This is an optimization exercise on Yosys and OpenROAD, whose aim is small area, a short achievable clock period and few clock cycles per item, not a production implementation.
Where RTL was checked, it was by simulation tests only, not by an equivalence proof against the original.
The RTL of run 3 was laid out without a check of its function.

==> flow/design.v <==
`timescale 1ns / 1ps
package sslp_pkg;
  localparam logic OP_SET  = 1'b0;
  localparam logic OP_TICK = 1'b1;
  localparam logic [1:0] CFG_PULSE_GAIN = 2'd0;
  localparam logic [1:0] CFG_PULSE_MID  = 2'd1;
  localparam logic [1:0] CFG_CHAN_USE   = 2'd2;
  localparam logic [11:0] GAIN_RST     = 12'd800;
  localparam logic [11:0] MID_RST      = 12'd2040;
  localparam logic [2:0]  CHAN_USE_RST = 3'd5;
  localparam logic signed [11:0] TARGET_MAX = 12'sd1024;
  localparam logic signed [11:0] TARGET_MIN = -12'sd1024;
  localparam logic signed [13:0] PWM_MIN    = 14'sd200;
  localparam logic signed [13:0] PWM_MAX    = 14'sd3250;
endpackage
`timescale 1ns / 1ps
module servo_slew_limited_pwm_top #(
  parameter int CHANNELS = 5
) (
  input  logic               clk,
  input  logic               rst_n,
  input  logic               in_valid,
  output logic               in_ready,
  input  logic               in_op,
  input  logic [2:0]         in_channel,
  input  logic signed [11:0] in_target_pos,
  input  logic [11:0]        in_step_limit,
  input  logic               in_enable_req,
  input  logic [4:0]         in_pins_low,
  output logic               out_valid,
  input  logic               out_ready,
  output logic [2:0]         out_channel,
  output logic               out_pwm_write,
  output logic [11:0]        out_pwm_value,
  output logic               out_last,
  input  logic               cfg_we,
  input  logic [1:0]         cfg_index,
  input  logic [11:0]        cfg_wdata
);
  logic [11:0] gain_r;
  logic [11:0] mid_r;
  logic [2:0]  n_r;       
  always_ff @(posedge clk) begin
    if (!rst_n) begin
      gain_r <= sslp_pkg::GAIN_RST;
      mid_r  <= sslp_pkg::MID_RST;
      n_r    <= sslp_pkg::CHAN_USE_RST;
    end else if (cfg_we) begin
      case (cfg_index)
        sslp_pkg::CFG_PULSE_GAIN: gain_r <= cfg_wdata;
        sslp_pkg::CFG_PULSE_MID:  mid_r  <= cfg_wdata;
        sslp_pkg::CFG_CHAN_USE:   n_r    <= (cfg_wdata[2:0] > 3'd5) ? 3'd5 : cfg_wdata[2:0];
        default: ;
      endcase
    end
  end
  logic [2:0] h;   
  always_ff @(posedge clk) begin
    if (!rst_n)       h <= 3'd0;
    else if (h == 3'd4) h <= 3'd0;
    else              h <= h + 3'd1;
  end
  logic               slot_v;
  logic               slot_op;
  logic [2:0]         slot_ch;
  logic signed [11:0] slot_tgt;    
  logic [11:0]        slot_lim;
  logic               slot_en;
  logic [4:0]         slot_pins;
  logic signed [11:0] tgt_sat;
  always_comb begin
    if (in_target_pos > sslp_pkg::TARGET_MAX)      tgt_sat = sslp_pkg::TARGET_MAX;
    else if (in_target_pos < sslp_pkg::TARGET_MIN) tgt_sat = sslp_pkg::TARGET_MIN;
    else                                           tgt_sat = in_target_pos;
  end
  logic       wact;     
  logic [2:0] wj;       
  logic [4:0] wpins;
  logic       ready;    
  logic       tick_start, tick_noop, set_drain, drain;
  logic       wa_e, step, step_last;
  logic [2:0] wj_e;
  logic [4:0] pins_e;
  logic       accept;
  always_comb begin
    tick_start = slot_v && slot_op && !wact && (n_r != 3'd0);
    tick_noop  = slot_v && slot_op && (n_r == 3'd0);
    wa_e       = wact || tick_start;
    wj_e       = tick_start ? 3'd0 : wj;
    pins_e     = tick_start ? slot_pins : wpins;
    step       = wa_e && (h == wj_e) && ready;
    step_last  = step && (wj_e == n_r - 3'd1);
    set_drain  = slot_v && !slot_op &&
                 (slot_ch > 3'd4 || !wact || slot_ch < wj || (slot_ch == wj && step));
    drain      = tick_start || tick_noop || set_drain;
    in_ready   = !slot_v || drain;
    accept     = in_valid && in_ready;
  end
  always_ff @(posedge clk) begin
    if (!rst_n) begin
      slot_v <= 1'b0;
      wact   <= 1'b0;
      wj     <= 3'd0;
    end else begin
      slot_v <= accept || (slot_v && !drain);
      wact   <= wa_e && !step_last;
      wj     <= step ? wj_e + 3'd1 : wj_e;
    end
  end
  always_ff @(posedge clk) begin
    if (accept) begin
      slot_op   <= in_op;
      slot_ch   <= in_channel;
      slot_tgt  <= tgt_sat;
      slot_lim  <= in_step_limit;
      slot_en   <= in_enable_req;
      slot_pins <= in_pins_low;
    end
    if (tick_start) wpins <= slot_pins;
  end
  logic [22:0] lim_x;
  logic [5:0]  set_lq;
  logic [6:0]  set_lr;
  assign lim_x  = ({11'd0, slot_lim} << 10) + ({11'd0, slot_lim} << 8)
                + ({11'd0, slot_lim} << 5) - {11'd0, slot_lim};
  assign set_lq = lim_x[22:17];
  assign set_lr = 7'(slot_lim[6:0] - ({1'b0, set_lq} * 7'd100));
  logic [4:0] swe;
  logic [3:0] pos;
  always_comb begin
    pos = 4'(h) + 4'd6 - 4'(slot_ch);
    if (pos >= 4'd5) pos = pos - 4'd5;
    if (pos >= 4'd5) pos = pos - 4'd5;
    for (int k = 0; k < 5; k++)
      swe[k] = set_drain && (slot_ch < 3'd5) && (pos == 4'(k));
  end
  logic signed [11:0] rt  [5];
  logic [5:0]         rlq [5];
  logic [6:0]         rlr [5];
  logic               rreq[5];
  logic               ren [5];
  logic               rz  [5];    
  logic signed [11:0] rq  [5];
  logic [6:0]         rr  [5];
  logic signed [11:0] q0, t0;
  logic [6:0]         r0, lr0;
  logic [5:0]         lq0;
  logic               pin, en_new, dis, mov;
  logic signed [12:0] d;
  logic signed [13:0] dm, dp;
  logic [7:0]         s;
  logic               e_pos, e_zero, e_neg, rate_nz, up, dn, cy, bw;
  logic signed [11:0] qn;
  logic [6:0]         rn;
  always_comb begin
    t0      = rt[0];
    q0      = rz[0] ? 12'sd0 : rq[0];
    r0      = rz[0] ? 7'd0 : rr[0];
    lq0     = rlq[0];
    lr0     = rlr[0];
    pin     = pins_e[h];
    en_new  = rreq[0] || (ren[0] && !pin);
    dis     = ren[0] && !rreq[0] && pin;
    d       = 13'(t0) - 13'(q0);
    dm      = 14'(d) - 14'($signed({1'b0, lq0}));
    dp      = 14'(d) + 14'($signed({1'b0, lq0}));
    s       = 8'(r0) + 8'(lr0);
    e_pos   = d > 13'sd0;
    e_zero  = (d == 13'sd0) && (r0 == 7'd0);
    e_neg   = !e_pos && !e_zero;
    rate_nz = (lq0 != 6'd0) || (lr0 != 7'd0);
    up      = e_pos && rate_nz && (dm > 14'sd1 || (dm == 14'sd1 && s < 8'd100));
    dn      = e_neg && rate_nz && (dp < 14'sd0 || (dp == 14'sd0 && lr0 < r0));
    cy      = s >= 8'd100;
    bw      = r0 < lr0;
    if (up) begin
      qn = q0 + 12'($signed({1'b0, lq0})) + 12'(cy);
      rn = cy ? 7'(s - 8'd100) : s[6:0];
    end else if (dn) begin
      qn = q0 - 12'($signed({1'b0, lq0})) - 12'(bw);
      rn = bw ? 7'(r0 - lr0 + 7'd100) : 7'(r0 - lr0);
    end else begin
      qn = t0;
      rn = 7'd0;
    end
    mov = en_new && !e_zero;
  end
  always_ff @(posedge clk) begin
    for (int k = 0; k < 5; k++) begin
      if (swe[k]) begin
        rt[k]  <= slot_tgt;
        rlq[k] <= set_lq;
        rlr[k] <= set_lr;
      end else begin
        rt[k]  <= rt[(k + 4) % 5];
        rlq[k] <= rlq[(k + 4) % 5];
        rlr[k] <= rlr[(k + 4) % 5];
      end
      if (k == 1 && step && en_new) begin
        rq[k] <= qn;
        rr[k] <= rn;
      end else begin
        rq[k] <= rq[(k + 4) % 5];
        rr[k] <= rr[(k + 4) % 5];
      end
    end
    for (int k = 0; k < 5; k++) begin
      if (!rst_n) begin
        rreq[k] <= 1'b0;
        ren[k]  <= 1'b0;
        rz[k]   <= 1'b1;
      end else begin
        rreq[k] <= swe[k] ? slot_en : rreq[(k + 4) % 5];
        if (k == 1 && step) begin
          ren[k] <= en_new;
          rz[k]  <= rz[0] && !en_new;
        end else begin
          ren[k] <= ren[(k + 4) % 5];
          rz[k]  <= rz[(k + 4) % 5];
        end
      end
    end
  end
  logic               p1_v, p1_calc, p1_dis, p1_rnz;
  logic signed [11:0] p1_q;
  logic               p2_v, p2_calc, p2_dis;
  logic signed [13:0] p2_raw;
  logic               inc;
  logic signed [11:0] qt;
  logic signed [25:0] acc;
  logic [11:0]        pwm_c;
  always_ff @(posedge clk) begin
    if (!rst_n) begin
      p1_v <= 1'b0;
      p2_v <= 1'b0;
    end else if (ready) begin
      p1_v <= step;
      p2_v <= p1_v;
    end
  end
  always_ff @(posedge clk) begin
    if (ready) begin
      p1_calc <= mov;
      p1_dis  <= dis;
      p1_q    <= qn;
      p1_rnz  <= rn != 7'd0;
      p2_calc <= p1_calc;
      p2_dis  <= p1_dis;
      p2_raw  <= acc[23:10];
    end
  end
  always_comb begin
    inc = p1_q[11] && p1_rnz;
    qt  = p1_q + 12'(inc);
    acc = $signed({2'b0, mid_r, 10'd0}) + 26'($signed(qt) * $signed({1'b0, gain_r}))
        + (p1_q[11] ? 26'sd1023 : 26'sd0);
  end
  always_comb begin
    if (p2_raw < sslp_pkg::PWM_MIN)      pwm_c = 12'd200;
    else if (p2_raw > sslp_pkg::PWM_MAX) pwm_c = 12'd3250;
    else                                 pwm_c = p2_raw[11:0];
  end
  logic        v0, v1, wr0, wr1;
  logic [11:0] val0, val1;
  logic        push, pop;
  logic        nwr;
  logic [11:0] nval;
  logic [2:0]  chn;
  assign ready = !v1;
  assign push  = p2_v && ready;
  assign pop   = v0 && out_ready;
  assign nwr   = p2_calc || p2_dis;
  assign nval  = p2_calc ? pwm_c : 12'd0;
  always_ff @(posedge clk) begin
    if (!rst_n) begin
      v0  <= 1'b0;
      v1  <= 1'b0;
      chn <= 3'd0;
    end else begin
      if (v1) begin
        if (pop) v1 <= 1'b0;
      end else if (push) begin
        if (v0 && !pop) v1 <= 1'b1;
        v0 <= 1'b1;
      end else if (pop) begin
        v0 <= 1'b0;
      end
      if (pop) chn <= (chn == n_r - 3'd1) ? 3'd0 : chn + 3'd1;
    end
  end
  always_ff @(posedge clk) begin
    if (v1) begin
      if (pop) begin
        wr0  <= wr1;
        val0 <= val1;
      end
    end else if (push) begin
      if (v0 && !pop) begin
        wr1  <= nwr;
        val1 <= nval;
      end else begin
        wr0  <= nwr;
        val0 <= nval;
      end
    end
  end
  assign out_valid     = v0;
  assign out_channel   = chn;
  assign out_pwm_write = wr0;
  assign out_pwm_value = val0;
  assign out_last      = (chn == n_r - 3'd1);
endmodule
==> flow/run.sh <==
#!/bin/bash
# synth_recipe.tcl (not shown) runs the flow's synth.tcl, then flattens the netlist and writes it again
# the make line also repeats each setting of config.mk as NAME=value (left out here)
make -C /OpenROAD-flow-scripts/flow DESIGN_CONFIG=/design/flow/config.mk WORK_HOME=/design/flow/orfs CLKGATE_MAP_FILE= SYNTH_SCRIPT=/design/flow/synth_recipe.tcl finish
==> flow/config.mk <==
export PLATFORM = sky130hd
export DESIGN_NAME = servo_slew_limited_pwm_top
export DESIGN_NICKNAME = servo_slew_limited_pwm_top
export VERILOG_FILES = /design/flow/design.v
export SDC_FILE = /design/flow/constraint.sdc
export NUM_CORES = 4
export LEC_CHECK = 0
export CAP_MARGIN = 20
export CORE_MARGIN = 2
export CORE_UTILIZATION = 40
export SLEW_MARGIN = 20
==> flow/constraint.sdc <==
create_clock -name core_clock -period 11.0 [get_ports {clk}]
set_input_delay 2.2000 -clock core_clock [delete_from_list [all_inputs] [get_ports {clk}]]
set_output_delay 2.2000 -clock core_clock [all_outputs]
set_load 0.01 [all_outputs]
==> results of run 1 <==
## worst register-to-register path, stage by stage, from the launching register on
cell and delay (ns):
edfxtp_1 0.63, and2_1 0.20, ha_1 0.21, nand2_1 0.09, nor3_1 0.30, nand3_1 0.15, xnor2_1 0.15, buf_4 0.21
or2_2 0.31, fa_1 0.52, fa_1 0.54, inv_1 0.06, fa_1 0.51, fa_1 0.53, fa_1 0.56, inv_1 0.06
fa_1 0.50, inv_1 0.04, ha_1 0.32, and4_1 0.20, a32o_1 0.30, a41o_1 0.33, a41o_1 0.31, or4_1 0.43
a31o_2 0.27, a21oi_1 0.17, xnor2_1 0.08
## synthesized netlist by cell type (8+ instances only)
master | number | area (um2)
o211ai_1 | 8 | 60.1
nand2b_1 | 21 | 131
fa_1 | 142 | 2840
a211oi_1 | 9 | 67.6
nor3_1 | 28 | 140
ha_1 | 192 | 2400
nor2_1 | 90 | 338
nand2_1 | 200 | 751
a21boi_0 | 16 | 120
nor4_1 | 8 | 50.1
o21bai_1 | 8 | 60.1
a21o_1 | 16 | 120
and3_1 | 13 | 81.3
inv_1 | 254 | 953
o21a_1 | 19 | 143
a31oi_1 | 18 | 113
edfxtp_1 | 91 | 2730
mux2i_1 | 14 | 140
buf_2 | 16 | 80.1
nand3_1 | 40 | 200
and2_1 | 74 | 463
nand4_1 | 8 | 50.1
o21ai_1 | 13 | 65.1
a21oi_1 | 70 | 350
clkbuf_1 | 50 | 188
o21ai_0 | 50 | 250
mux2_1 | 8 | 90.1
xnor2_1 | 68 | 596
dfxtp_1 | 282 | 5650
nor2b_1 | 43 | 269
xor2_1 | 23 | 201
mux2_2 | 123 | 1390
## layout by cell type (no fill, tap or decap), types with 8 or more instances in the layout
cell,instances
a211oi_1,9
a21boi_0,16
a21o_1,16
a21oi_1,70
a31oi_1,18
and2_1,74
and3_1,13
buf_4,21
clkbuf_1,12
clkbuf_16,39
clkdlybuf4s50_1,70
dfxtp_1,282
edfxtp_1,91
fa_1,142
ha_1,192
inv_1,254
mux2_1,8
mux2_2,123
mux2i_1,14
nand2_1,200
nand2b_1,21
nand3_1,40
nand4_1,8
nor2_1,89
nor2b_1,43
nor3_1,28
nor4_1,8
o211ai_1,8
o21a_1,19
o21ai_0,50
o21ai_1,13
o21bai_1,8
xnor2_1,67
xor2_1,23
## routing by layer
metal  wire length, um  up-vias  track usage, %
met5                 0        -               0
met4              1370        0            5.98
met1             22400     7375            22.8
met3              1790       90            2.30
li1                  -     7360               -
met2             23400      284            30.4
## sequential cells by signal, indices dropped and copies added, names as in the netlist, 5 cells and up
name and count:
gain_r 12, mid_r 12, p1_q 12, p2_raw 14, ren 5, rlq 30, rlr 35, rq 60
rr 35, rreq 5, rt 60, rz 5, slot_lim 12, slot_pins 5, slot_tgt 12, val0 12
val1 12, wpins 5
## cell families (layout without fill, tap and decap cells)
logic type	Yosys count	count (layout)	synth area share (%)
compound gates	297	297	8.91
xor+xnor	91	91	3.58
fa+ha+maj	334	334	23.6
buf+inv	330	420	5.74
flops	373	373	37.7
mux	145	145	7.26
simple gates	582	582	13.2
## metrics by stage
stage	hold slack (ns)	worst slack, ns
after floorplan	0.310	3.20
after global placement	0.310	2.81
after detailed placement	0.312	2.66
after CTS	0.313	2.63
after global routing	0.326	2.31
final	0.313	2.78
## worst paths after layout
path	end	slack (ns)	cells past startpoint
max	p2_raw[13]	2.78	26
min reg2reg	rq[2][11]	0.31	0
min	rq[2][11]	0.31	0
max reg2reg	p2_raw[13]	2.78	26
## cell type report
cell class | count | area share, %
Multi-Input combinational cell | 1449 | 50.5
Clock inverter | 17 | 0.676
Tap cell | 748 | 3.75
Clock buffer | 54 | 4.22
Timing Repair Buffer | 92 | 3.46
Sequential cell | 373 | 33.5
Inverter | 257 | 3.86
==> metrics.yaml, run 1 <==
cp-startpoint: "p1_q[11]"
cp_num_buf_inv: 4
drive_gt1_share_pct: 10.4
post_cts_resized: 0
firstDrtPassIters: 5
clock_sinks: 373
syn_inst: 2152
n_fill_cell: 5159
maxCapViolations: 0
synth_nets: 2539
rsz0062_at_grt: "false"
place_hpwl_mm: 36.7
final-instance-count-excl-fill: 2990
dieArea_um2: 57500
report.final.slew_viol_count: 0
wire_per_inst_um: 16.4
syn2layout_area_growth_pct: 12.3
io_pins: 72
synth_edf_count: 91
path_clk_slew_ns: 0.06
clk_path_buf_depth: 3
tightest_slew_ns: 1.05
grt_antenna_before_repair: 0
fin_nets: 2599
diodes: 0
avgSynthCellArea_um2: 10.3
overflow: 0
track_usage_pct: 17.7
layout_min_cycle_time_ns: 8.22
period_share_pct: 74.7
criticalPathCategory: "reg2reg"
hold_class: "reg2reg"
synthFlopType: "dfxtp_1"
fin_tns_setup_ns: 0
dp_cells: 2918
relSlewSlack_pct: 30.2
gp_congestion: 0.910
cts_tree: "yes"
setup_violations: 0
clock_latency_ns: 0.58
r2r_start: "p1_q[11]"
initialDrtViolationCount: 763
clock-skew-final_ns: 0.0201
cts_inserted_buffers: 39
ctsRootBufferMaster: "clkbuf_16"
cts_hold_buf: 0
via_count: 15109
die_y_um: 240
final-seq-area_um2: 8380
hold_viol: 0
cpMostUsedCell: "fa_1"
ctsHtreeMaxLevel: 2
postRouteAntennaNets: 0
routed_wl_mm: 49.0
ys_ff_latch: 373
critPathSlowestCell: "edfxtp_1"
synth_cell_types: 87
grt_max_degree: 56
placed_cell_area_um2: 23700
multi_input_comb_area_um2: 12600
status: "no timing/DRC/antenna violations"
min_from: "rq[1][11]"
grt_pass1_wl_mm: 81.2
port_buffers: 71
startpoint_type: "flip-flop"
num_rows: 86
initial_utilization_pct: 40.4
yosys_warnings: 9
ys_async_sr_fraction_pct: 0
die_w_um: 240
grt_pass1_vias: 15874
netlist_area_um2: 22200
final_area_um2: 25000
path_max_fanout: 14
ys_seq_area_share_pct: 37.7
core_um2: 55000
drc: 0
cpLargestDelayFamily: "adder cells"
arrival_ns: 8.53
end_kind: "flip-flop"
fmax_mhz: 122
drt-vias-per-instance: 5.05
critPathMaxStageDelay_ns: 0.63
fin_util_pct: 45.4
cts_setup_buffers: 0
worst_ep_required_time_ns: 11.31
Testbench counts, summed over its fixed seeds: cycles 11,359, items 9,600.
==> inputs of run 2 (changes only) <==
--- a/flow/config.mk
+++ b/flow/config.mk
@@ -5,7 +5,9 @@
 export SDC_FILE = /design/flow/constraint.sdc
 export NUM_CORES = 4
 export LEC_CHECK = 0
+export ABC_CLOCK_PERIOD_IN_PS = 5000
 export CAP_MARGIN = 20
 export CORE_MARGIN = 2
 export CORE_UTILIZATION = 40
+export SETUP_SLACK_MARGIN = 5
 export SLEW_MARGIN = 20
==> run 2 against run 1 <==
Net effect: still clean on timing, DRC and antenna; routed wire length decreased by 0.35%; die area unchanged; global-route usage decreased by 0.31 points; non-clock buffer count increased by 23; maximum frequency increased by 18%; utilization increased by 1.6 points; sequential share of layout area decreased by 1.1 points; register-to-register slack improved by 1.2 ns; worst hold slack about the same; synthesized area unchanged; largest cell class unchanged.
==> metrics.yaml, run 2 <==
status: "no timing/DRC/antenna violations"
wire_per_inst_um: 16.2  # -1.2%
netlist_area_um2: 22200  # unchanged
grt_max_degree: 56  # unchanged
hold_viol: 0  # unchanged
postRouteAntennaNets: 0  # unchanged
fin_tns_setup_ns: 0  # unchanged
routed_wl_mm: 48.8  # -0.35%
syn_inst: 2152  # unchanged
place_hpwl_mm: 36.3  # -1.1%
synth_nets: 2539  # unchanged
gp_congestion: 0.863  # -5.1%
cts_hold_buf: 0  # unchanged
initial_utilization_pct: 40.4  # unchanged
end_kind: "flip-flop"
ctsHtreeMaxLevel: 2  # unchanged
startpoint_type: "flip-flop"
core_um2: 55000  # unchanged
synthTopCellsByArea: "dfxtp_1, fa_1, edfxtp_1"
syn2layout_area_growth_pct: 16.2
fin_util_pct: 47.0  # +1.6 points
final_area_um2: 25800  # +3.5%
fmax_mhz: 143  # +18%
critPathSlowestCell: "fa_1"
clock-skew-final_ns: 0.0277  # +0.00758 ns
io_pins: 72  # unchanged
cts_tree: "yes"
ctsRootBufferMaster: "clkbuf_16"
synthFlopType: "dfxtp_1"
arrival_ns: 7.30  # -1.23 ns
die_y_um: 240  # unchanged
synth_top_cell_by_area: "dfxtp_1"
dieArea_um2: 57500  # unchanged
placed_cell_area_um2: 23700  # about the same
overflow: 0  # unchanged
synth.most_common_cell: "dfxtp_1"
yosys_warnings: 9  # unchanged
grt_pass1_wl_mm: 80.2  # -1.2%
clk_path_buf_depth: 3  # unchanged
synth_edf_count: 91  # unchanged
tightest_slew_ns: 0.943  # -0.103 ns
drc: 0  # unchanged
synth_top_cell_area_share_pct: 25.4  # unchanged
rr_endpoint: "p2_raw[13]"
rsz0062_at_grt: "true"
r2r_start: "p1_rnz"
final_common_cell: "dfxtp_1"
layout_min_cycle_time_ns: 6.98  # -1.24 ns
num_rows: 86  # unchanged
path_clk_slew_ns: 0.07  # about the same
whs_path_depth: 0  # unchanged
criticalPathCategory: "reg2reg"
track_usage_pct: 17.4  # -0.31 points
cp-startpoint: "p1_rnz"
clock_sinks: 373  # unchanged
crit_path_end: "p2_raw[13]"
drt-vias-per-instance: 5.04  # -0.21%
firstDrtPassIters: 5  # unchanged
synth_common_cells: "dfxtp_1, inv_1, nand2_1"
die_w_um: 240  # unchanged
ys_async_sr_fraction_pct: 0  # unchanged
critPathMaxStageDelay_ns: 0.55  # -0.08 ns
cts_inserted_buffers: 40  # +2.6%
worst_ep_required_time_ns: 11.32  # about the same
n_fill_cell: 5033  # -2.4%
hold_class: "reg2reg"
drive_gt1_share_pct: 14.2  # +3.8 points
period_share_pct: 63.4  # -11 points
maxCapViolations: 0  # unchanged
reg2reg_depth: 25  # -3.8%
synth_cell_types: 87  # unchanged
top_regs: "rq (60), rt (60)"
grt_pass1_vias: 15704  # -1.1%
ys_ff_latch: 373  # unchanged
final_cell_mix: "dfxtp_1, inv_1, nand2_1"
multi_input_comb_area_um2: 13100  # +3.7%
initialDrtViolationCount: 602  # -21%
grt_antenna_before_repair: 0  # unchanged
r2r_slack_ns: 4.02  # +1.24 ns
via_count: 15214  # +0.69%
clock_latency_ns: 0.58  # about the same
avgSynthCellArea_um2: 10.3  # unchanged
final-seq-area_um2: 8380  # about the same
cpMostUsedCell: "fa_1"
relSlewSlack_pct: 37.1  # +6.9 points
report.final.slew_viol_count: 0  # unchanged
ys_seq_area_share_pct: 37.7  # unchanged
path_max_fanout: 12  # -2
setup_violations: 0  # unchanged
port_buffers: 71  # unchanged
fin_nets: 2623  # +0.92%
[run 2: worst min-delay path by stage]
stage | from | end | slack (ns)
2_1_floorplan | rq[4][0] | rq[0][0] | 0.31
3_3_place_gp | rr[1][3] | rr[2][3] | 0.31
3_5_place_dp | rq[4][9] | rq[0][9] | 0.31
4_1_cts | rq[3][9] | rq[4][9] | 0.31
5_1_grt | rq[2][8] | rq[3][8] | 0.33
6_report | rq[3][9] | rq[4][9] | 0.31
[run 2: metal layers]
layer  vias up  track usage (%)  wire length [um]
met1      7498             22.7             22300
met3        75             2.52              1810
li1       7407                -                 -
met2       234             29.7             23500
met5         -                0                 0
met4         0             5.34              1270
[run 2: what timing repair did]
action                     in CTS  in global routing
setup endpoints to repair      34                 31
buffers inserted               19                 12
pin swaps                      12                 13
gates resized for setup        34                 41
[run 2: stage by stage]
step,hold slack (ns),setup slack (ns),instances
6_report,0.313,4.02,3017
5_1_grt,0.326,3.82,3016
4_1_cts,0.315,4.03,3004
3_5_place_dp,0.312,3.03,2911
3_3_place_gp,0.310,3.22,2911
2_1_floorplan,0.310,4.01,2152
[run 2: cell type report]
| cell class | count | share of cell area, % |
|---|---|---|
| Clock inverter | 15 | 0.779 |
| Multi-Input combinational cell | 1449 | 50.6 |
| Inverter | 257 | 3.74 |
| Tap cell | 748 | 3.62 |
| Clock buffer | 59 | 4.72 |
| Antenna cell | 1 | 0.00968 |
| Sequential cell | 373 | 32.4 |
| Timing Repair Buffer | 115 | 4.05 |
[run 2: critical path: cells and delay by family (launching register included)]
family / cells / cell delay (ns)
fa+ha+maj: 9 / 3.60
buf+inv: 4 / 0.19
flops: 1 / 0.44
xor+xnor: 2 / 0.24
simple gates: 5 / 1.19
compound gates: 5 / 1.08
[run 2: logic make-up after synthesis]
kind of cell | count (synthesis) | share of synthesized area [%]
AO/OA/AOI/OAI | 297 | 8.91
flip-flops | 373 | 37.7
adder cells (fa/ha/maj) | 334 | 23.6
buffers and inverters | 330 | 5.74
AND/OR/NAND/NOR | 582 | 13.2
XOR/XNOR | 91 | 3.58
multiplexers | 145 | 7.26
==> inputs of run 3 (changes only) <==
--- a/flow/design.v
+++ b/flow/design.v
@@ -118,12 +118,12 @@
     end
     if (tick_start) wpins <= slot_pins;
   end
-  logic [22:0] lim_x;
+  logic [15:0] lim_x;
   logic [5:0]  set_lq;
   logic [6:0]  set_lr;
-  assign lim_x  = ({11'd0, slot_lim} << 10) + ({11'd0, slot_lim} << 8)
-                + ({11'd0, slot_lim} << 5) - {11'd0, slot_lim};
-  assign set_lq = lim_x[22:17];
+  assign lim_x  = ({6'd0, slot_lim[11:2]} << 5) + ({6'd0, slot_lim[11:2]} << 3)
+                + {6'd0, slot_lim[11:2]};
+  assign set_lq = lim_x[15:10];
   assign set_lr = 7'(slot_lim[6:0] - ({1'b0, set_lq} * 7'd100));
   logic [4:0] swe;
   logic [3:0] pos;
@@ -162,8 +162,8 @@
     en_new  = rreq[0] || (ren[0] && !pin);
     dis     = ren[0] && !rreq[0] && pin;
     d       = 13'(t0) - 13'(q0);
-    dm      = 14'(d) - 14'($signed({1'b0, lq0}));
-    dp      = 14'(d) + 14'($signed({1'b0, lq0}));
+    dm      = 14'(t0) - 14'(q0) - 14'($signed({1'b0, lq0}));
+    dp      = 14'(t0) - 14'(q0) + 14'($signed({1'b0, lq0}));
     s       = 8'(r0) + 8'(lr0);
     e_pos   = d > 13'sd0;
     e_zero  = (d == 13'sd0) && (r0 == 7'd0);
@@ -223,11 +223,13 @@
   end
   logic               p1_v, p1_calc, p1_dis, p1_rnz;
   logic signed [11:0] p1_q;
-  logic               p2_v, p2_calc, p2_dis;
-  logic signed [13:0] p2_raw;
-  logic               inc;
-  logic signed [11:0] qt;
-  logic signed [25:0] acc;
+  logic               p2_v, p2_calc, p2_dis, p2_s;
+  logic [16:0]        p2_a, p2_b;
+  logic               s1, inc1;
+  logic [10:0]        m1;
+  logic [16:0]        a1, b1;
+  logic [25:0]        acc;
+  logic signed [13:0] raw;
   logic [11:0]        pwm_c;
   always_ff @(posedge clk) begin
     if (!rst_n) begin
@@ -246,19 +248,25 @@
       p1_rnz  <= rn != 7'd0;
       p2_calc <= p1_calc;
       p2_dis  <= p1_dis;
-      p2_raw  <= acc[23:10];
+      p2_s    <= s1;
+      p2_a    <= a1;
+      p2_b    <= b1;
     end
   end
   always_comb begin
-    inc = p1_q[11] && p1_rnz;
-    qt  = p1_q + 12'(inc);
-    acc = $signed({2'b0, mid_r, 10'd0}) + 26'($signed(qt) * $signed({1'b0, gain_r}))
-        + (p1_q[11] ? 26'sd1023 : 26'sd0);
+    s1   = p1_q[11];
+    inc1 = s1 && !p1_rnz;
+    m1   = s1 ? ~p1_q[10:0] : p1_q[10:0];
+    a1   = 17'(m1 * gain_r[5:0]) + (inc1 ? 17'(gain_r[5:0]) : 17'd0);
+    b1   = 17'(m1 * gain_r[11:6]) + (inc1 ? 17'(gain_r[11:6]) : 17'd0);
   end
   always_comb begin
-    if (p2_raw < sslp_pkg::PWM_MIN)      pwm_c = 12'd200;
-    else if (p2_raw > sslp_pkg::PWM_MAX) pwm_c = 12'd3250;
-    else                                 pwm_c = p2_raw[11:0];
+    acc = {4'd0, mid_r, 10'd0} + ({9'd0, p2_a} ^ {26{p2_s}})
+        + (({9'd0, p2_b} ^ {26{p2_s}}) << 6) + (p2_s ? 26'd1088 : 26'd0);
+    raw = acc[23:10];
+    if (raw < sslp_pkg::PWM_MIN)      pwm_c = 12'd200;
+    else if (raw > sslp_pkg::PWM_MAX) pwm_c = 12'd3250;
+    else                              pwm_c = raw[11:0];
   end
   logic        v0, v1, wr0, wr1;
   logic [11:0] val0, val1;
--- a/flow/config.mk
+++ b/flow/config.mk
@@ -5,9 +5,7 @@
 export SDC_FILE = /design/flow/constraint.sdc
 export NUM_CORES = 4
 export LEC_CHECK = 0
-export ABC_CLOCK_PERIOD_IN_PS = 5000
 export CAP_MARGIN = 20
 export CORE_MARGIN = 2
 export CORE_UTILIZATION = 40
-export SETUP_SLACK_MARGIN = 5
 export SLEW_MARGIN = 20
==> run 3 against run 2 <==
Net effect: routed wire length down 1.5%; synthesized cell count rose by 0.88%; first-iteration DRC count increased by 54%; sequential share of layout area is 2.4 points higher; clock skew is 0.0018 ns lower; non-clock buffer count down 28; flip-flop and latch count up 15; setup slack better by 0.68 ns; synthesized area increased by 0.80%.
==> metrics.yaml, run 3 <==
status: "no timing/DRC/antenna violations"
cts_setup_buffers: 0  # -19
layout_min_cycle_time_ns: 6.29  # -0.683 ns
hold_viol: 0  # unchanged
final_cell_mix: "dfxtp_1, nand2_1, ha_1"
final-instance-count-excl-fill: 3012  # -0.17%
drc: 0  # unchanged
clock_sinks: 388  # +4.0%
use_met2_pct: 29.1  # -0.61 points
synth_top_family_by_area: "adder cells"
period_share_pct: 57.2  # -6.2 points
worst_ep_required_time_ns: 11.31  # about the same
synthFlopType: "dfxtp_1"
post_cts_resized: 0  # -100%
path_clk_slew_ns: 0.06  # about the same
firstDrtPassIters: 7  # +2
track_usage_pct: 17.0  # -0.38 points
num_rows: 86  # unchanged
fmax_mhz: 159  # +11%
synth-xor-area-share_pct: 5.39  # +1.8 points
path_max_fanout: 13  # +1
path_cells: "xor2_1, nand2_1, fa_1, inv_1, ha_1, inv_1, fa_1, fa_1, inv_1, ha_1, inv_1, o21bai_1, a21oi_1, nor2b_1, o21a_1, o31a_1, o41ai_1, o2111ai_1, a21oi_1, xnor2_1"
synthSimpleGateAreaFrac_pct: 13.0  # -0.19 points
overflow: 0  # unchanged
yosys_warnings: 9  # unchanged
clock_latency_ns: 0.58  # about the same
via_count: 15359  # +0.95%
top_regs: "rq (60), rt (60)"
port_buffers: 71  # unchanged
n_fill_cell: 5140  # +2.1%
synth_top_cell_by_area: "dfxtp_1"
final_area_um2: 25400  # -1.9%
diodes: 0  # -1
relSlewSlack_pct: 32.7  # -4.4 points
use_met1_pct: 21.8  # -0.89 points
cp_num_buf_inv: 4  # unchanged
dieArea_um2: 57900  # +0.79%
grt_max_degree: 56  # unchanged
arrival_ns: 6.60  # -0.70 ns
hold_class: "reg2reg"
postRouteAntennaNets: 0  # unchanged
fin_tns_setup_ns: 0  # unchanged
end_kind: "flip-flop"
synth_nets: 2525  # -0.55%
ys_async_sr_fraction_pct: 0  # unchanged
ys_seq_area_share_pct: 39.4  # +1.7 points
drive_gt1_share_pct: 11.0  # -3.2 points
critPathMaxStageDelay_ns: 0.80  # +0.25 ns
synthTopCellsByArea: "dfxtp_1, edfxtp_1, ha_1"
grt.busiest_layer: "met2"
cts_hold_buf: 0  # unchanged
dp_cells: 2932  # +0.72%
routed_wl_mm: 48.1  # -1.5%
final_common_cell: "dfxtp_1"
synth_cell_types: 84  # -3.4%
dpl_worst_slack_ns: 4.78  # +1.75 ns
startpoint_type: "flip-flop"
multi_input_comb_area_um2: 12600  # -3.9%
syn2layout_area_growth_pct: 13.1
placed_cell_area_um2: 23900  # +0.68%
drt-vias-per-instance: 5.10  # +1.1%
avgSynthCellArea_um2: 10.3  # about the same
final-seq-area_um2: 8830  # +5.3%
worst_slack_ns: 4.71  # +0.683 ns
synth.most_common_cell: "dfxtp_1"
grt_pass1_wl_mm: 78.9  # -1.6%
grt_use_met3_pct: 2.46  # -0.065 points
synth_edf_count: 106  # +16%
gp_congestion: 0.889  # +3.0%
wire_per_inst_um: 16.0  # -1.3%
criticalPathCategory: "reg2reg"
syn_inst: 2171  # +0.88%
holdWs_ns: 0.321  # +0.00813 ns
maxCapViolations: 0  # unchanged
report.final.slew_viol_count: 0  # unchanged
grt_pass1_vias: 15402  # -1.9%
core_um2: 55200  # +0.39%
synth_common_cells: "dfxtp_1, nand2_1, ha_1"
tightest_slew_ns: 1.01  # +0.0625 ns
setup_violations: 0  # unchanged
grt_antenna_before_repair: 0  # unchanged
cpLargestDelayFamily: "adder cells"
rsz0062_at_grt: "false"
cts_inserted_buffers: 43  # +7.5%
critPathSlowestCell: "xor2_1"
fin_nets: 2583  # -1.5%
io_pins: 72  # unchanged
initial_utilization_pct: 40.6  # +0.16 points
ctsHtreeMaxLevel: 2  # unchanged
die_y_um: 241  # +0.39%
synth-compound-area-share_pct: 10.2  # +1.3 points
ctsRootBufferMaster: "clkbuf_16"
synth_adder_area_share_pct: 20.3  # -3.3 points
cts_tree: "yes"
clock-skew-final_ns: 0.0259  # -0.00181 ns
netlist_area_um2: 22400  # +0.80%
ys_ff_latch: 388  # +4.0%
die_w_um: 241  # +0.39%
place_hpwl_mm: 36.1  # -0.51%
cpMostUsedCell: "inv_1"
initialDrtViolationCount: 925  # +54%
fin_util_pct: 45.9  # -1.1 points
clk_path_buf_depth: 3  # unchanged
synth_top_cell_area_share_pct: 25.2  # -0.20 points
muxShareOfSynthArea_pct: 7.17  # -0.091 points
-- run 3: worst reg2reg max path: stages, from the launching register on --
cell and delay (ns):
edfxtp_1 0.72, xor2_1 0.80, nand2_1 0.19, fa_1 0.57, inv_1 0.04, ha_1 0.26
inv_1 0.05, fa_1 0.50, fa_1 0.54, inv_1 0.04, ha_1 0.33, inv_1 0.07
o21bai_1 0.07, a21oi_1 0.22, nor2b_1 0.07, o21a_1 0.18, o31a_1 0.25, o41ai_1 0.61
o2111ai_1 0.23, a21oi_1 0.21, xnor2_1 0.08
-- run 3: kinds of logic (layout without fill, tap and decap cells) --
logic type,count (synthesis),count (layout)
xor gates and xnor gates,138,138
buffers and inverters,269,362
adders and majority gates,301,301
DFF,388,388
AOI/OAI and AO/OA,330,330
and+or+nand+nor,602,602
muxes,143,143
-- run 3: worst paths after layout --
kind / slack [ns] / from / depth (start not counted) / end
worst min-delay path: 0.32 / rr[1][2] / 0 / rr[2][2]
worst min register to register: 0.32 / rr[1][2] / 0 / rr[2][2]
worst max-delay path: 4.71 / p1_q[11] / 20 / p2_b[16]
worst max register to register: 4.71 / p1_q[11] / 20 / p2_b[16]
-- run 3: layout make-up --
| class | count | area share (%) |
|---|---|---|
| flip-flops and latches | 388 | 34.8 |
| clock inverters | 24 | 0.795 |
| well taps | 748 | 3.69 |
| multi-input cells | 1514 | 49.6 |
| clock buffers | 56 | 4.94 |
| repair buffers | 87 | 3.25 |
| inverters | 195 | 2.89 |
-- run 3: metal layers --
layer / part of all wire (%) / vias up / wire, um
met5: 0 / - / 0
li1: - / 7550 / -
met1: 45 / 7409 / 21600
met4: 3.0 / 0 / 1450
met3: 4.3 / 83 / 2080
met2: 48 / 317 / 22900
==> inputs of run 4 (changes only) <==
--- a/flow/design.v
+++ b/flow/design.v
@@ -77,34 +77,58 @@
   logic [2:0] wj;       
   logic [4:0] wpins;
   logic       ready;    
-  logic       tick_start, tick_noop, set_drain, drain;
+  logic       v0, v1;   
+  logic       pop;
+  logic       p2_v;
+  logic       tick_start, set_drain, drain;
   logic       wa_e, step, step_last;
   logic [2:0] wj_e;
   logic [4:0] pins_e;
   logic       accept;
+  function automatic logic drain_f(input logic sv, input logic sop, input logic [2:0] sch,
+                                   input logic act, input logic [2:0] j, input logic [2:0] ph,
+                                   input logic rdy, input logic [2:0] n);
+    logic tick_d, set_d;
+    tick_d  = sop && (!act || n == 3'd0);
+    set_d   = !sop && (sch > 3'd4 || !act || sch < j || (sch == j && ph == j && rdy));
+    drain_f = sv && (tick_d || set_d);
+  endfunction
+  logic       in_ready_r;
+  logic       slot_v_n, slot_op_n, wact_n, v1_n;
+  logic [2:0] slot_ch_n, wj_n, h_n, n_n;
   always_comb begin
     tick_start = slot_v && slot_op && !wact && (n_r != 3'd0);
-    tick_noop  = slot_v && slot_op && (n_r == 3'd0);
     wa_e       = wact || tick_start;
     wj_e       = tick_start ? 3'd0 : wj;
     pins_e     = tick_start ? slot_pins : wpins;
     step       = wa_e && (h == wj_e) && ready;
     step_last  = step && (wj_e == n_r - 3'd1);
-    set_drain  = slot_v && !slot_op &&
-                 (slot_ch > 3'd4 || !wact || slot_ch < wj || (slot_ch == wj && step));
-    drain      = tick_start || tick_noop || set_drain;
-    in_ready   = !slot_v || drain;
+    drain      = drain_f(slot_v, slot_op, slot_ch, wact, wj, h, ready, n_r);
+    set_drain  = drain && !slot_op;
+    in_ready   = in_ready_r;
     accept     = in_valid && in_ready;
+    slot_v_n   = accept || (slot_v && !drain);
+    slot_op_n  = accept ? in_op : slot_op;
+    slot_ch_n  = accept ? in_channel : slot_ch;
+    wact_n     = wa_e && !step_last;
+    wj_n       = step ? wj_e + 3'd1 : wj_e;
+    h_n        = (h == 3'd4) ? 3'd0 : h + 3'd1;
+    v1_n       = !pop && (v1 || (p2_v && v0));
+    n_n        = (cfg_we && cfg_index == sslp_pkg::CFG_CHAN_USE)
+                 ? ((cfg_wdata[2:0] > 3'd5) ? 3'd5 : cfg_wdata[2:0]) : n_r;
   end
   always_ff @(posedge clk) begin
     if (!rst_n) begin
-      slot_v <= 1'b0;
-      wact   <= 1'b0;
-      wj     <= 3'd0;
+      slot_v     <= 1'b0;
+      wact       <= 1'b0;
+      wj         <= 3'd0;
+      in_ready_r <= 1'b1;
     end else begin
-      slot_v <= accept || (slot_v && !drain);
-      wact   <= wa_e && !step_last;
-      wj     <= step ? wj_e + 3'd1 : wj_e;
+      slot_v     <= slot_v_n;
+      wact       <= wact_n;
+      wj         <= wj_n;
+      in_ready_r <= !slot_v_n ||
+                    drain_f(slot_v_n, slot_op_n, slot_ch_n, wact_n, wj_n, h_n, !v1_n, n_n);
     end
   end
   always_ff @(posedge clk) begin
@@ -223,7 +247,7 @@
   end
   logic               p1_v, p1_calc, p1_dis, p1_rnz;
   logic signed [11:0] p1_q;
-  logic               p2_v, p2_calc, p2_dis, p2_s;
+  logic               p2_calc, p2_dis, p2_s;
   logic [16:0]        p2_a, p2_b;
   logic               s1, inc1;
   logic [10:0]        m1;
@@ -268,9 +292,9 @@
     else if (raw > sslp_pkg::PWM_MAX) pwm_c = 12'd3250;
     else                              pwm_c = raw[11:0];
   end
-  logic        v0, v1, wr0, wr1;
+  logic        wr0, wr1;
   logic [11:0] val0, val1;
-  logic        push, pop;
+  logic        push;
   logic        nwr;
   logic [11:0] nval;
   logic [2:0]  chn;
--- a/flow/config.mk
+++ b/flow/config.mk
@@ -5,7 +5,9 @@
 export SDC_FILE = /design/flow/constraint.sdc
 export NUM_CORES = 4
 export LEC_CHECK = 0
+export ABC_CLOCK_PERIOD_IN_PS = 3000
 export CAP_MARGIN = 20
 export CORE_MARGIN = 2
 export CORE_UTILIZATION = 40
+export SETUP_SLACK_MARGIN = 5
 export SLEW_MARGIN = 20
==> run 4 against run 3 <==
Net effect: still clean; global-route usage increased by 0.14 points; critical path depth decreased by 2; first-iteration DRC count decreased by 21%.
==> metrics.yaml, run 4 <==
status: "no timing/DRC/antenna violations"
clock-skew-final_ns: 0.0250  # -0.000851 ns
cts_inserted_buffers: 39  # -9.3%
synth_edf_count: 102  # -3.8%
num_rows: 87  # +1.2%
path_max_fanout: 12  # -1
cpLargestDelayFamily: "adder cells"
report.final.slew_viol_count: 0  # unchanged
synth.most_common_cell: "dfxtp_1"
initial_utilization_pct: 40.3  # -0.31 points
ctsHtreeMaxLevel: 2  # unchanged
track_usage_pct: 17.1  # +0.14 points
setup_violations: 0  # unchanged
clk_path_buf_depth: 3  # unchanged
firstDrtPassIters: 5  # -2
wire_per_inst_um: 16.3  # +2.4%
multi_input_comb_area_um2: 12800  # +1.4%
grt_pass1_vias: 15845  # +2.9%
ys_seq_area_share_pct: 39.0  # -0.39 points
worst_slack_ns: 5.54  # +0.830 ns
startpoint_type: "flip-flop"
fin_tns_setup_ns: 0  # unchanged
final_cell_mix: "dfxtp_1, nand2_1, inv_1"
place_hpwl_mm: 37.6  # +3.9%
fin_nets: 2618  # +1.4%
arrival_ns: 5.77  # -0.83 ns
synthFlopType: "dfxtp_1"
synthTopCellsByArea: "dfxtp_1, edfxtp_1, ha_1"
io_pins: 72  # unchanged
fmax_mhz: 183  # +15%
ys_ff_latch: 389  # +0.26%
port_buffers: 71  # unchanged
final_common_cell: "dfxtp_1"
die_w_um: 242  # +0.38%
drive_gt1_share_pct: 11.4  # +0.44 points
dieArea_um2: 58400  # +0.76%
path_clk_slew_ns: 0.06  # about the same
hold_viol: 0  # unchanged
cts_hold_buf: 0  # unchanged
grt_antenna_before_repair: 1  # +1
core_um2: 56100  # +1.6%
layout_min_cycle_time_ns: 5.46  # -0.830 ns
drt-vias-per-instance: 5.08  # -0.38%
die_y_um: 242  # +0.38%
hold_class: "reg2reg"
rsz0062_at_grt: "false"
syn2layout_area_growth_pct: 12.7
grt_pass1_wl_mm: 81.8  # +3.7%
routed_wl_mm: 49.8  # +3.6%
netlist_area_um2: 22600  # +0.77%
period_share_pct: 49.7  # -7.5 points
relSlewSlack_pct: 41.8  # +9.1 points
maxCapViolations: 0  # unchanged
final-seq-area_um2: 8810  # -0.23%
n_fill_cell: 5256  # +2.3%
clock_sinks: 389  # +0.26%
end_kind: "flip-flop"
gp_congestion: 0.847  # -4.8%
yosys_warnings: 9  # unchanged
synth_common_cells: "dfxtp_1, nand2_1, inv_1"
ys_async_sr_fraction_pct: 0  # unchanged
grt_max_degree: 52  # -7.1%
dp_cells: 2973  # +1.4%
final-instance-count-excl-fill: 3047  # +1.2%
postRouteAntennaNets: 0  # unchanged
worst_ep_required_time_ns: 11.31  # about the same
critPathSlowestCell: "fa_1"
synth_top_cell_by_area: "dfxtp_1"
drc: 0  # unchanged
top_regs: "rq (60), rt (60)"
cts_tree: "yes"
criticalPathCategory: "reg2reg"
path_cells: "buf_12, xor2_2, nand2_1, fa_1, inv_1, ha_1, inv_1, fa_1, fa_1, inv_1, ha_1, nor2b_1, o41ai_2, o211ai_1, a311oi_1, o21bai_1, a21oi_1, xnor2_1"
cp_num_buf_inv: 4  # unchanged
via_count: 15479  # +0.78%
tightest_slew_ns: 0.849  # -0.157 ns
synth_nets: 2558  # +1.3%
initialDrtViolationCount: 735  # -21%
synth_top_cell_area_share_pct: 25.4  # +0.25 points
diodes: 0  # unchanged
overflow: 0  # unchanged
ctsRootBufferMaster: "clkbuf_16"
synth_cell_types: 87  # +3.6%
syn_inst: 2201  # +1.4%
avgSynthCellArea_um2: 10.3  # -0.60%
critPathMaxStageDelay_ns: 0.56  # -0.24 ns
dpl_worst_slack_ns: 4.61  # -0.169 ns
clock_latency_ns: 0.56  # -0.02 ns
run 4: cell count changes after synthesis, sizes merged, moves of 8 or more:
cell	before	now
a31oi	13	22
nor2b	47	36
nand2	251	219
a21oi	83	99
nor2	90	103
a21boi	19	3
a32o	0	8
a211oi	11	3
o21ai	45	63
a22oi	4	12
and2	59	79
xor2	56	64
inv	194	210
run 4: per-stage QoR:
stage | area (um2) | utilization [%] | hold WS (ns)
global placement | 24100 | 42.9 | 0.310
global route | 25500 | 45.4 | 0.329
CTS | 25400 | 45.4 | 0.325
finish | 25500 | 45.4 | 0.323
detailed placement | 24100 | 43.0 | 0.312
floorplan | 22600 | - | 0.310
run 4: cell type report:
cell class / count / share of cell area [%]
repair buffers: 92 / 3.46
inverters: 211 / 3.11
well taps: 756 / 3.71
flip-flops and latches: 389 / 34.6
clock inverters: 21 / 0.752
clock buffers: 50 / 4.28
multi-input cells: 1528 / 50.1
run 4: cell families (layout without fill, tap and decap cells):
group           count (synthesis)  in the layout  synth area share, %
buf+inv                       284            374                 4.90
fa+ha+maj                     304            304                 20.3
compound gates                335            335                 10.1
mux                           143            143                 7.01
simple gates                  598            598                 13.0
flops                         389            389                 39.0
xor+xnor                      148            148                 5.74
run 4: timing repair:
item	4_1_cts	5_1_grt
endpoints found under the setup margin	7	3
buffers inserted	3	0
resized for setup	7	3
cloned	0	0
pin swaps	0	0
run 4: final timing paths:
path                            cells after the start        to  slack, ns  startpoint
worst min register to register                      0  rq[2][4]       0.32    rq[1][4]
worst max register to register                     18  p2_a[16]       5.54    p1_q[11]
worst max-delay path                               18  p2_a[16]       5.54    p1_q[11]
worst min-delay path                                0  rq[2][4]       0.32    rq[1][4]
run 4: metal layers:
| metal | GRT usage (%) | part of all wire, % |
|---|---|---|
| met1 | 21.8 | 45 |
| met2 | 30.6 | 50 |
| met3 | 2.38 | 3.4 |
| met4 | 4.11 | 1.9 |
| met5 | 0 | 0 |
Testbench counts of run 4, summed over its fixed seeds: cycles 11,359, items 9,600.
==> inputs of run 5 (changes only) <==
--- a/flow/config.mk
+++ b/flow/config.mk
@@ -5,7 +5,8 @@
 export SDC_FILE = /design/flow/constraint.sdc
 export NUM_CORES = 4
 export LEC_CHECK = 0
-export ABC_CLOCK_PERIOD_IN_PS = 3000
+export ABC_AREA = 1
+export ABC_CLOCK_PERIOD_IN_PS = 5000
 export CAP_MARGIN = 20
 export CORE_MARGIN = 2
 export CORE_UTILIZATION = 40
==> run 5 against run 4 <==
Net effect: still clean; non-clock buffer count is 10 lower; design area is 1.8% higher; clock skew is 0.0069 ns lower; routed wire length is 11% higher; die area is 2.4% higher; synthesized cell count is 27% higher; sequential share of layout area is 0.62 points lower; maximum frequency is 1.9% lower.
==> metrics.yaml, run 5 <==
synthTopCellsByArea: "dfxtp_1, edfxtp_1, ha_1"
grt_use_met3_pct: 2.26  # -0.11 points
report.final.slew_viol_count: 0  # unchanged
cts_hold_buf: 0  # unchanged
synth_common_cells: "nand2_1, inv_1, dfxtp_1"
r2r_start: "p1_q[11]"
via_count: 17892  # +16%
end_kind: "flip-flop"
yosys_warnings: 9  # unchanged
postRouteAntennaNets: 0  # unchanged
clk_path_buf_depth: 3  # unchanged
n_fill_cell: 5742  # +9.2%
fin_tns_setup_ns: 0  # unchanged
dp_cells: 3575  # +20%
synth_adder_area_share_pct: 19.8  # -0.48 points
worstHoldEndpoint: "rr[0][0]"
final-instance-count-excl-fill: 3654  # +20%
firstDrtPassIters: 5  # unchanged
avgSynthCellArea_um2: 8.26  # -20%
cp_num_buf_inv: 3  # -1
io_pins: 72  # unchanged
synth_top_cell_by_area: "dfxtp_1"
overflow: 0  # unchanged
routed_wl_mm: 55.1  # +11%
ctsRootBufferMaster: "clkbuf_16"
clock-skew-final_ns: 0.0181  # -0.00691 ns
die_y_um: 245  # +1.2%
dieArea_um2: 59800  # +2.4%
netlist_area_um2: 23100  # +2.4%
setup_violations: 0  # unchanged
use_met2_pct: 32.1  # +1.5 points
syn_inst: 2801  # +27%
tightest_slew_ns: 0.886  # +0.0375 ns
period_share_pct: 50.6  # +0.94 points
grt.busiest_layer: "met2"
path_cells: "or2_2, nand2_1, inv_1, nand2_1, fa_1, fa_1, fa_1, inv_1, fa_1, ha_1, a21oi_1, nand2_1, a21oi_1, inv_1, a21oi_1, o21ai_0, a31oi_1, o21ai_0, xor2_1"
rsz0062_at_grt: "false"
layout_min_cycle_time_ns: 5.57  # +0.104 ns
critPathSlowestCell: "edfxtp_1"
place_hpwl_mm: 42.4  # +13%
maxCapViolations: 0  # unchanged
core_um2: 57500  # +2.5%
clock_latency_ns: 0.59  # +0.03 ns
synth_cell_types: 56  # -36%
r2r_slack_ns: 5.43  # -0.10 ns
track_usage_pct: 18.8  # +1.6 points
path_max_fanout: 23  # +11
grt_pass1_wl_mm: 90.5  # +11%
synth_nets: 3158  # +23%
cts_setup_buffers: 0  # -3
worst_ep_required_time_ns: 11.32  # about the same
ys_async_sr_fraction_pct: 0  # unchanged
use_met1_pct: 24.8  # +3.0 points
synth-compound-area-share_pct: 8.67  # -1.4 points
drt-vias-per-instance: 4.90  # -3.6%
ys_ff_latch: 389  # unchanged
grt_max_degree: 57  # +9.6%
reg2reg_depth: 19  # +1
initialDrtViolationCount: 1038  # +41%
hold_class: "reg2reg"
final_cell_mix: "nand2_1, inv_1, dfxtp_1"
top_regs: "rq (60), rt (60)"
arrival_ns: 5.89  # +0.12 ns
initial_utilization_pct: 40.3  # about the same
final-seq-area_um2: 8810  # unchanged
cts_inserted_buffers: 42  # +7.7%
ys_seq_area_share_pct: 38.1  # -0.93 points
fmax_mhz: 180  # -1.9%
muxShareOfSynthArea_pct: 0.0433  # -7.0 points
cpMostUsedCell: "fa_1"
relSlewSlack_pct: 40.8  # -0.97 points
synth.most_common_cell: "nand2_1"
fin_nets: 3212  # +23%
criticalPathCategory: "reg2reg"
drive_gt1_share_pct: 5.30  # -6.1 points
hold_viol: 0  # unchanged
wire_per_inst_um: 15.1  # -7.8%
die_w_um: 245  # +1.2%
syn2layout_area_growth_pct: 12.1
synth-xor-area-share_pct: 4.56  # -1.2 points
startpoint_type: "flip-flop"
critPathMaxStageDelay_ns: 0.65  # +0.09 ns
cpLargestDelayFamily: "adder cells"
post_cts_resized: 0  # -7
status: "no timing/DRC/antenna violations"
clock_sinks: 389  # unchanged
multi_input_comb_area_um2: 12400  # -2.4%
synthSimpleGateAreaFrac_pct: 20.6  # +7.6 points
min_from: "rr[4][0]"
path_clk_slew_ns: 0.06  # about the same
synth_edf_count: 102  # unchanged
synth_top_family_by_area: "simple AND/OR/NAND/NOR gates"
synthFlopType: "dfxtp_1"
port_buffers: 71  # unchanged
cts_tree: "yes"
grt_pass1_vias: 17626  # +11%
grt_antenna_before_repair: 0  # -1
rr_endpoint: "p2_b[14]"
synth_top_cell_area_share_pct: 24.8  # -0.61 points
num_rows: 88  # +1.1%
ctsHtreeMaxLevel: 2  # unchanged
drc: 0  # unchanged
diodes: 0  # unchanged
whs_path_depth: 0  # unchanged
gp_congestion: 0.908  # +7.2%
final_common_cell: "nand2_1"
-- run 5: cell types whose count changed after synthesis, sizes merged, moves of 74 or more --
cell / change
nor2: +118
and2: -74
mux2: -122
inv: +199
nand2: +450
o21ai: +141
nand3: +81
-- run 5: cell families (layout without fill, tap and decap cells) --
kind of cell / count (synthesis) / after routing
AO/OA/AOI/OAI: 371 / 371
XOR/XNOR: 118 / 118
adder cells (fa/ha/maj): 304 / 304
buffers and inverters: 488 / 576
flip-flops: 389 / 389
multiplexers: 1 / 1
AND/OR/NAND/NOR: 1130 / 1130
-- run 5: worst max path at each step --
stage / to / cells after the start / slack (ns) / start
finish: p2_b[14] / 19 / 5.43 / p1_q[11]
global route: p2_b[14] / 19 / 5.01 / p1_q[11]
CTS: p2_b[14] / 17 / 5.31 / p1_q[11]
detailed placement: p2_b[14] / 17 / 5.30 / p1_q[11]
global placement: p2_b[14] / 17 / 5.38 / p1_q[11]
floorplan: p2_b[14] / 20 / 5.70 / p1_q[11]
-- run 5: layout make-up --
| class | instances | share of cell area (%) |
|---|---|---|
| Timing Repair Buffer | 82 | 3.06 |
| Clock inverter | 20 | 0.748 |
| Sequential cell | 389 | 34.0 |
| Inverter | 416 | 6.02 |
| Multi-Input combinational cell | 1924 | 48.0 |
| Clock buffer | 58 | 4.52 |
| Tap cell | 765 | 3.69 |
-- run 5: worst register-to-register path, cell delays in order (launching register included) --
cell and delay, ns:
edfxtp_1 0.65, or2_2 0.39, nand2_1 0.27, inv_1 0.15, nand2_1 0.11, fa_1 0.42, fa_1 0.52, fa_1 0.54
inv_1 0.05, fa_1 0.47, ha_1 0.38, a21oi_1 0.15, nand2_1 0.10, a21oi_1 0.13, inv_1 0.05, a21oi_1 0.24
o21ai_0 0.17, a31oi_1 0.23, o21ai_0 0.13, xor2_1 0.15
-- run 5: routing by layer --
layer / vias to the layer above / wire length, um
met5: - / 0
met4: 0 / 1340
li1: 9065 / -
met2: 283 / 26100
met1: 8470 / 25700
met3: 74 / 1940
-- run 5: per-stage QoR --
stage	hold slack (ns)	area [um2]	setup WS (ns)	utilization, %
5_1_grt	0.331	25900	5.01	45.1
2_1_floorplan	0.310	23100	5.70	-
4_1_cts	0.319	25900	5.31	45.1
3_3_place_gp	0.310	24500	5.38	42.7
3_5_place_dp	0.312	24500	5.30	42.7
6_report	0.321	25900	5.43	45.1
==> inputs of run 6 (changes only) <==
--- a/flow/config.mk
+++ b/flow/config.mk
@@ -5,10 +5,10 @@
 export SDC_FILE = /design/flow/constraint.sdc
 export NUM_CORES = 4
 export LEC_CHECK = 0
-export ABC_AREA = 1
 export ABC_CLOCK_PERIOD_IN_PS = 5000
 export CAP_MARGIN = 20
 export CORE_MARGIN = 2
 export CORE_UTILIZATION = 40
+export CTS_BUF_LIST = sky130_fd_sc_hd__clkbuf_4
 export SETUP_SLACK_MARGIN = 5
 export SLEW_MARGIN = 20
==> run 6 against run 5 <==
Net effect: largest cell class unchanged; worst hold slack lost 0.038 ns; via count shrank 11%; setup slack gained 0.094 ns; register-to-register slack gained 0.09 ns; non-clock buffer count grew 10; still clean; critical endpoint is now p2_a[16].
==> metrics.yaml, run 6 <==
status: "no timing/DRC/antenna violations"
criticalPathCategory: "reg2reg"
num_rows: 87  # -1.1%
cts_hold_buf: 0  # unchanged
clk_path_buf_depth: 3  # unchanged
ys_seq_area_share_pct: 39.0  # +0.93 points
layout_min_cycle_time_ns: 5.47  # -0.0940 ns
die_w_um: 242  # -1.2%
gp_congestion: 0.847  # -6.7%
synth_nets: 2558  # -19%
initialDrtViolationCount: 710  # -32%
synthSimpleGateAreaFrac_pct: 13.0  # -7.6 points
synth_top_family_by_area: "adder cells"
grt_max_degree: 52  # -8.8%
wire_per_inst_um: 16.0  # +5.9%
postRouteAntennaNets: 0  # unchanged
final_cell_mix: "dfxtp_1, nand2_1, inv_1"
synth_top_cell_by_area: "dfxtp_1"
firstDrtPassIters: 5  # unchanged
synth_cell_types: 87  # +55%
cts_inserted_buffers: 93  # +120%
track_usage_pct: 17.4  # -1.4 points
muxShareOfSynthArea_pct: 7.01  # +7.0 points
netlist_area_um2: 22600  # -2.4%
relSlewSlack_pct: 39.9  # -0.92 points
io_pins: 72  # unchanged
drt-vias-per-instance: 5.03  # +2.8%
hold_class: "reg2reg"
hold_viol: 0  # unchanged
synth_common_cells: "dfxtp_1, nand2_1, inv_1"
port_buffers: 71  # unchanged
dieArea_um2: 58400  # -2.3%
syn2layout_area_growth_pct: 12.8
synthFlopType: "dfxtp_1"
synth_edf_count: 102  # unchanged
grt_antenna_before_repair: 2  # +2
use_met1_pct: 21.6  # -3.1 points
overflow: 0  # unchanged
final_common_cell: "dfxtp_1"
use_met2_pct: 30.6  # -1.5 points
fin_util_pct: 45.4  # +0.33 points
grt.busiest_layer: "met2"
startpoint_type: "flip-flop"
synth_adder_area_share_pct: 20.3  # +0.48 points
fin_nets: 2672  # -17%
synth.most_common_cell: "dfxtp_1"
via_count: 15839  # -11%
maxCapViolations: 0  # unchanged
fin_tns_setup_ns: 0  # unchanged
avgSynthCellArea_um2: 10.3  # +24%
top_regs: "rq (60), rt (60)"
core_um2: 56100  # -2.5%
ctsHtreeMaxLevel: 3  # +1
ctsRootBufferMaster: "clkbuf_4"
clock_latency_ns: 0.80  # +0.21 ns
dpl_worst_slack_ns: 4.61  # -0.694 ns
worst_slack_ns: 5.53  # +0.0940 ns
grt_use_met3_pct: 3.12  # +0.86 points
drc: 0  # unchanged
arrival_ns: 5.98  # +0.09 ns
report.final.slew_viol_count: 0  # unchanged
synthTopCellsByArea: "dfxtp_1, edfxtp_1, ha_1"
yosys_warnings: 9  # unchanged
path_clk_slew_ns: 0.08  # +0.02 ns
synth-compound-area-share_pct: 10.1  # +1.4 points
ys_ff_latch: 389  # unchanged
grt_pass1_wl_mm: 83.0  # -8.4%
setup_violations: 0  # unchanged
syn_inst: 2201  # -21%
grt_pass1_vias: 16368  # -7.1%
routed_wl_mm: 50.2  # -8.8%
path_max_fanout: 12  # -48%
synth-xor-area-share_pct: 5.74  # +1.2 points
end_kind: "flip-flop"
synth_top_cell_area_share_pct: 25.4  # +0.61 points
initial_utilization_pct: 40.3  # about the same
drive_gt1_share_pct: 14.5  # +9.2 points
period_share_pct: 49.7  # -0.85 points
ys_async_sr_fraction_pct: 0  # unchanged
clock-skew-final_ns: 0.0930  # +0.0749 ns
worst_ep_required_time_ns: 11.51  # +0.19 ns
tightest_slew_ns: 0.876  # -0.0100 ns
clock_sinks: 389  # unchanged
cts_tree: "yes"
die_y_um: 242  # -1.2%
place_hpwl_mm: 37.6  # -11%
rsz0062_at_grt: "false"
fmax_mhz: 183  # +1.7%
## run 6: changes by cell type in the layout (fill, tap and decap cells not counted), moves of 34 or more
cell / change
o21ai_0: -69
nor2b_1: +34
inv_1: -183
nand4_1: -34
nor2_1: -114
and2_1: +73
nand3_1: -78
clkbuf_4: +137
xnor2_1: +59
nand2_1: -443
o21ai_1: -70
mux2_2: +122
clkbuf_16: -43
## run 6: timing repair
item / CTS / global route
resized for setup: 7 / 3
setup buffers: 3 / 0
pin swaps: 0 / 0
setup endpoints to repair: 7 / 8
## run 6: path summary, 6_finish.rpt
kind,startpoint,end,slack (ns),cells past startpoint
worst max-delay path,p1_q[11],p2_a[16],5.53,18
worst min-delay path,rq[1][11],rq[2][11],0.28,0
worst max register to register,p1_q[11],p2_a[16],5.53,18
worst min register to register,rq[1][11],rq[2][11],0.28,0
## run 6: per-layer routing
metal	share of wire, %	wire length, um	up-vias
li1	-	-	7776
met1	44	22300	7696
met2	50	25000	293
met3	3.7	1880	74
met4	2.1	1040	0
met5	0	0	-
## run 6: area by class of cell
class / count / area, um2
Antenna cell: 2 / 5.00
Clock buffer: 137 / 1030
Clock inverter: 33 / 259
Fill cell: 5333 / 30600
Inverter: 211 / 792
Multi-Input combinational cell: 1528 / 12800
Sequential cell: 389 / 8810
Tap cell: 756 / 946
Timing Repair Buffer: 92 / 881
## run 6: stage by stage
step                      area, um2  std cells  hold WS (ns)
after detailed placement      24100       2973         0.312
after global routing          25500       3147         0.277
after global placement        24100       2973         0.310
final                         25500       3148         0.283
after CTS                     25500       3146         0.263
after floorplan               22600       2201         0.310
## run 6: logic make-up (layout without fill, tap and decap cells)
| family | Yosys count | in the layout |
|---|---|---|
| fa+ha+maj | 304 | 304 |
| simple gates | 598 | 598 |
| flops | 389 | 389 |
| buf+inv | 284 | 473 |
| compound gates | 335 | 335 |
| other cells | 0 | 2 |
| xor+xnor | 148 | 148 |
| mux | 143 | 143 |
## run 6: critical path, stage by stage (launching register included)
cell and delay, ns:
edfxtp_1 0.43, buf_12 0.18, xor2_2 0.50, nand2_1 0.16, fa_1 0.56, inv_1 0.04, ha_1 0.26, inv_1 0.05
fa_1 0.51, fa_1 0.56, inv_1 0.04, ha_1 0.27, nor2b_1 0.15, o41ai_2 0.51, o211ai_1 0.25, a311oi_1 0.35
o21bai_1 0.15, a21oi_1 0.19, xnor2_1 0.08

[port drivers added, routing unchanged]
In the flow no input, the clock included, has a driving cell. The finished layouts below were timed again as built, in two steps.
Step 1, drivers: a clkbuf_16 drives clk and a buf_2 each remaining input, both assumed.
Step 2 adds t to the input delays and takes it off the output delays; t is the mean of the earliest and latest rising clock arrival at the registers after step 1. Input paths then give back, and output paths get back, about the clock's delay inside the block.
a / b / c = ideal ports / drivers / drivers and shift; a / b = the first two.
| run | t (ns) | setup WS [ns] | worst setup path after step 2 |
|---|---|---|---|
| run 1 | 0.627 | 2.782 / 2.782 / 2.782 | register to register |
| run 2 | 0.626 | 4.024 / 4.024 / 4.024 | register to register |
| run 3 | 0.611 | 4.708 / 4.708 / 4.708 | register to register |
| run 4 | 0.603 | 5.537 / 5.537 / 5.537 | register to register |
| run 5 | 0.638 | 5.434 / 5.434 / 5.434 | register to register |
| run 6 | 0.804 | 5.528 / 5.528 / 5.528 | register to register |
After both steps every run listed still meets setup and hold.
